This is an optimization exercise on Yosys and OpenROAD, whose aim is small area and a short achievable clock period, not a production implementation. Only simulation tests tie the RTL to the original design; equivalence was not proved. No activity file was given, so power comes from the tool's default toggle rates.

Setup of sierra:
==> flow/design.v <==
module cam_to_ram_fifo #(
    parameter int DATA_WIDTH = 10,
    parameter int ADDR_WIDTH = 8
) (
    input  logic                  clk,
    input  logic                  reset_n,
    input  logic [DATA_WIDTH-1:0] data,
    input  logic                  wrreq,
    input  logic                  rdreq,
    output logic [DATA_WIDTH-1:0] q,
    output logic                  rdempty,
    output logic                  wrfull,
    output logic [ADDR_WIDTH:0]   usedw
);
    localparam int DW = DATA_WIDTH;
    localparam int NR = 16;      
    localparam int RL = 15;      
    logic [3:0]  A;              
    logic [3:0]  C;              
    logic [7:0]  wp;
    logic [7:0]  rp;
    logic [8:0]  count;
    logic        empty_r;
    logic        full_r;
    logic [NR-1:0] P;            
    logic [NR-1:0] V;            
    logic        wr_ok;
    logic        rd_ok;
    assign rdempty = empty_r;
    assign wrfull  = full_r;
    assign usedw   = count;
    assign wr_ok = wrreq & ~full_r;
    assign rd_ok = rdreq & ~empty_r;
    wire inc = wr_ok & ~rd_ok;
    wire dec = rd_ok & ~wr_ok;
    function automatic logic [3:0] step15(input logic [3:0] x, input logic dn);
        if (dn) step15 = x;
        else step15 = (x == 4'd14) ? 4'd0 : x + 4'd1;
    endfunction
    wire full_n = full_r ? ~rd_ok : (count == 9'd255) & inc;
    wire [3:0] A_n = step15(A, wr_ok & (wp_lo == 4'd15));
    wire [3:0] C_n = step15(C, rd_ok & (rp_lo == 4'd15));
    wire [3:0] wp_lo = wp[3:0];
    wire [3:0] rp_lo = rp[3:0];
    logic a_zero, a_last, c_zero, c_one, nowrap;
    logic le15, le16, le31;
    wire  ge16 = ~le15;
    wire  lt32 = le31;
    logic [NR-1:0] land;
    logic [NR-1:0] live;
    logic [NR-1:0] pend_h;
    logic [NR-1:0] catch_h;
    logic [NR-1:0] wen;           
    logic [NR-1:0] rsel;          
    logic [DW-1:0] S  [NR];
    logic [DW-1:0] H  [NR];
    genvar r;
    generate
        for (r = 0; r < NR; r = r + 1) begin : g_ring
            logic [RL*DW-1:0] rg;
            wire lt_wp = (4'(r) < wp_lo);
            wire ge_rp = (4'(r) >= rp_lo);
            wire inr   = nowrap ? (ge_rp & lt_wp) : (ge_rp | lt_wp);
            assign land[r] = P[r] & (lt_wp ? a_zero : a_last);
            assign live[r] = ge16 | inr;
            assign pend_h[r] = P[r] & live[r] & (le16 | (lt32 & ~inr));
            assign catch_h[r] = ~V[r] & (ge_rp ? c_zero : c_one) & live[r] & (~pend_h[r] | land[r]);
            always_ff @(posedge clk) begin
                rg <= {rg[(RL-1)*DW-1:0], land[r] ? S[r] : rg[RL*DW-1 -: DW]};
            end
            always_ff @(posedge clk) begin
                if (wrreq & wen[r]) S[r] <= data;
                if (catch_h[r]) H[r] <= pend_h[r] ? S[r] : rg[RL*DW-1 -: DW];
            end
            always_ff @(posedge clk or negedge reset_n) begin
                if (!reset_n) begin
                    P[r] <= 1'b0;
                    V[r] <= 1'b0;
                end else begin
                    if (wrreq & wen[r]) P[r] <= 1'b1;
                    else if (land[r]) P[r] <= 1'b0;
                    if (rd_ok & rsel[r]) V[r] <= 1'b0;
                    else if (catch_h[r]) V[r] <= 1'b1;
                end
            end
        end
    endgenerate
    logic [DW-1:0] rd_word;
    always_comb begin
        rd_word = '0;
        for (int i = 0; i < NR; i = i + 1) begin
            rd_word = rd_word
                | ({DW{rsel[i] &  V[i]}} & H[i])
                | ({DW{rsel[i] & ~V[i]}} & S[i]);
        end
    end
    always_ff @(posedge clk or negedge reset_n) begin
        if (!reset_n) begin
            A       <= 4'd1;
            C       <= 4'd1;
            a_zero  <= 1'b0;
            a_last  <= 1'b0;
            c_zero  <= 1'b0;
            c_one   <= 1'b1;
            nowrap  <= 1'b1;
            wp      <= '0;
            rp      <= '0;
            count   <= '0;
            empty_r <= 1'b1;
            full_r  <= 1'b0;
            le15    <= 1'b1;
            le16    <= 1'b1;
            le31    <= 1'b1;
            rsel    <= 16'd1;
            wen     <= 16'd1;
        end else begin
            for (int i = 0; i < NR; i = i + 1)
                wen[i] <= (wp_lo + {3'd0, wr_ok} == 4'(i)) & ~full_n;
            if (rd_ok) rsel <= {rsel[NR-2:0], rsel[NR-1]};
            le15 <= le15 ? ~((count == 9'd15) & inc) : (count == 9'd16) & dec;
            le16 <= le16 ? ~((count == 9'd16) & inc) : (count == 9'd17) & dec;
            le31 <= le31 ? ~((count == 9'd31) & inc) : (count == 9'd32) & dec;
            A <= A_n;
            C <= C_n;
            a_zero <= (A_n == 4'd0);
            a_last <= (A_n == 4'd14);
            c_zero <= (C_n == 4'd0);
            c_one  <= (C_n == 4'd1);
            nowrap <= (rp_lo + {3'd0, rd_ok} <= wp_lo + {3'd0, wr_ok});
            if (wr_ok) wp <= wp + 1'b1;
            if (rd_ok) rp <= rp + 1'b1;
            case ({wr_ok, rd_ok})
                2'b10:   count <= count + 1'b1;
                2'b01:   count <= count - 1'b1;
                default: count <= count;
            endcase
            empty_r <= empty_r ? ~wr_ok : (count == 9'd1) & rd_ok & ~wr_ok;
            full_r  <= full_n;
        end
    end
    logic [DW-1:0] q_r;
    always_ff @(posedge clk or negedge reset_n) begin
        if (!reset_n) begin
            q_r <= '0;
        end else if (rd_ok) begin
            q_r <= rd_word;
        end
    end
    assign q = q_r;
endmodule
==> flow/config.mk <==
export PLATFORM = sky130hd
export DESIGN_NAME = cam_to_ram_fifo
export DESIGN_NICKNAME = cam_to_ram_fifo
export VERILOG_FILES = /design/flow/design.v
export SDC_FILE = /design/flow/constraint.sdc
export NUM_CORES = 4
export LEC_CHECK = 0
export CAP_MARGIN = 20
export CORE_MARGIN = 2
export CORE_UTILIZATION = 50
export CTS_CLUSTER_DIAMETER = 80
export CTS_CLUSTER_SIZE = 24
export SETUP_SLACK_MARGIN = 2.6
export SLEW_MARGIN = 20
export TNS_END_PERCENT = 10
export BUFFER_PORTS_ARGS = -buffer_cell sky130_fd_sc_hd__buf_4
==> flow/constraint.sdc <==
create_clock -name core_clock -period 5.0 [get_ports {clk}]
set_input_delay 1.0000 -clock core_clock [delete_from_list [all_inputs] [get_ports {clk}]]
set_output_delay 1.0000 -clock core_clock [all_outputs]
set_load 0.01 [all_outputs]
standard.sh (not shown) runs the stock make flow with config.mk's settings and CLKGATE_MAP_FILE= SYNTH_SCRIPT=/design/flow/synth_recipe.tcl, a recipe that flattens the netlist after the stock synthesis.
==> flow/flow/run.sh <==
#!/bin/bash
set -e
echo 'export BUFFER_PORTS_ARGS = -buffer_cell sky130_fd_sc_hd__buf_4' >> config.mk
bash standard.sh > standard.log 2>&1
Modified inputs, yarrow compared to sierra
--- a/flow/design.v
+++ b/flow/design.v
@@ -32,29 +32,31 @@
     assign wr_ok = wrreq & ~full_r;
     assign rd_ok = rdreq & ~empty_r;
     wire inc = wr_ok & ~rd_ok;
     wire dec = rd_ok & ~wr_ok;
-    function automatic logic [3:0] step15(input logic [3:0] x, input logic dn);
-        if (dn) step15 = x;
-        else step15 = (x == 4'd14) ? 4'd0 : x + 4'd1;
-    endfunction
     wire full_n = full_r ? ~rd_ok : (count == 9'd255) & inc;
-    wire [3:0] A_n = step15(A, wr_ok & (wp_lo == 4'd15));
-    wire [3:0] C_n = step15(C, rd_ok & (rp_lo == 4'd15));
     wire [3:0] wp_lo = wp[3:0];
     wire [3:0] rp_lo = rp[3:0];
-    logic a_zero, a_last, c_zero, c_one, nowrap;
+    wire a_zero = (A == 4'd0);
+    wire a_last = (A == 4'd14);
+    wire c_zero = (C == 4'd0);
+    wire c_one  = (C == 4'd1);
     logic le15, le16, le31;
     wire  ge16 = ~le15;
     wire  lt32 = le31;
+    wire nowrap = (rp_lo <= wp_lo);
     logic [NR-1:0] land;
     logic [NR-1:0] live;
     logic [NR-1:0] pend_h;
     logic [NR-1:0] catch_h;
     logic [NR-1:0] wen;           
     logic [NR-1:0] rsel;          
     logic [DW-1:0] S  [NR];
     logic [DW-1:0] H  [NR];
+    function automatic logic [3:0] step15(input logic [3:0] x, input logic dn);
+        if (dn) step15 = x;
+        else step15 = (x == 4'd14) ? 4'd0 : x + 4'd1;
+    endfunction
     genvar r;
     generate
         for (r = 0; r < NR; r = r + 1) begin : g_ring
             logic [RL*DW-1:0] rg;
@@ -97,13 +99,8 @@
     always_ff @(posedge clk or negedge reset_n) begin
         if (!reset_n) begin
             A       <= 4'd1;
             C       <= 4'd1;
-            a_zero  <= 1'b0;
-            a_last  <= 1'b0;
-            c_zero  <= 1'b0;
-            c_one   <= 1'b1;
-            nowrap  <= 1'b1;
             wp      <= '0;
             rp      <= '0;
             count   <= '0;
             empty_r <= 1'b1;
@@ -119,15 +116,10 @@
             if (rd_ok) rsel <= {rsel[NR-2:0], rsel[NR-1]};
             le15 <= le15 ? ~((count == 9'd15) & inc) : (count == 9'd16) & dec;
             le16 <= le16 ? ~((count == 9'd16) & inc) : (count == 9'd17) & dec;
             le31 <= le31 ? ~((count == 9'd31) & inc) : (count == 9'd32) & dec;
-            A <= A_n;
-            C <= C_n;
-            a_zero <= (A_n == 4'd0);
-            a_last <= (A_n == 4'd14);
-            c_zero <= (C_n == 4'd0);
-            c_one  <= (C_n == 4'd1);
-            nowrap <= (rp_lo + {3'd0, rd_ok} <= wp_lo + {3'd0, wr_ok});
+            A <= step15(A, wr_ok & (wp_lo == 4'd15));
+            C <= step15(C, rd_ok & (rp_lo == 4'd15));
             if (wr_ok) wp <= wp + 1'b1;
             if (rd_ok) rp <= rp + 1'b1;
             case ({wr_ok, rd_ok})
                 2'b10:   count <= count + 1'b1;
sierra and yarrow all finish clean. In yarrow, fmax is lower than in sierra. Compared with sierra, yarrow has less setup slack. Final cycle utilization of the critical path ends up higher on yarrow. ~same horizontal extent of the die in sierra and yarrow. The final reports for yarrow and sierra show number of cells on the critical path higher in the former. Summary — clock power share, yarrow relative to sierra: lower, by 1.0 points. sierra → yarrow: standard cell area after detailed placement rose by 0.39%, final routed wire length divided by cell count flat, sequential cell count of the final layout did not really move. Compared with sierra, yarrow shows a fraction of standard cell area in multi-input logic that is 0.48 points higher.

[what the ideal ports hide]
How much do the figures lean on ideal ports? The routed layouts below were timed once more, with nothing changed but the port constraints. Step 1 sets driving cells, clkbuf_16 on the clock port and buf_2 on the other inputs (assumed; they add their load-dependent delay and slew). Step 2, shift: input delay + t, output delay - t, t = (earliest + latest rising clock arrival at the registers) / 2. This alone moves slack from input paths to output paths. Slacks: ideal / step 1 / step 2; pairs: ideal / step 1.
| run | shift t [ns] | slack for setup (ns) | hold slack, ns |
|---|---|---|---|
| sierra | 0.877 | 2.391 / 2.371 / 2.005 | 0.271 / 0.222 / 0.302 |
| yarrow | 0.884 | 2.148 / 2.148 / 1.796 | 0.282 / 0.224 / 0.308 |
After both steps every run listed still meets setup and hold. For sierra, which loses most, drivers alone change the setup slack by -0.020 ns; drivers and shift together by -0.386 ns.
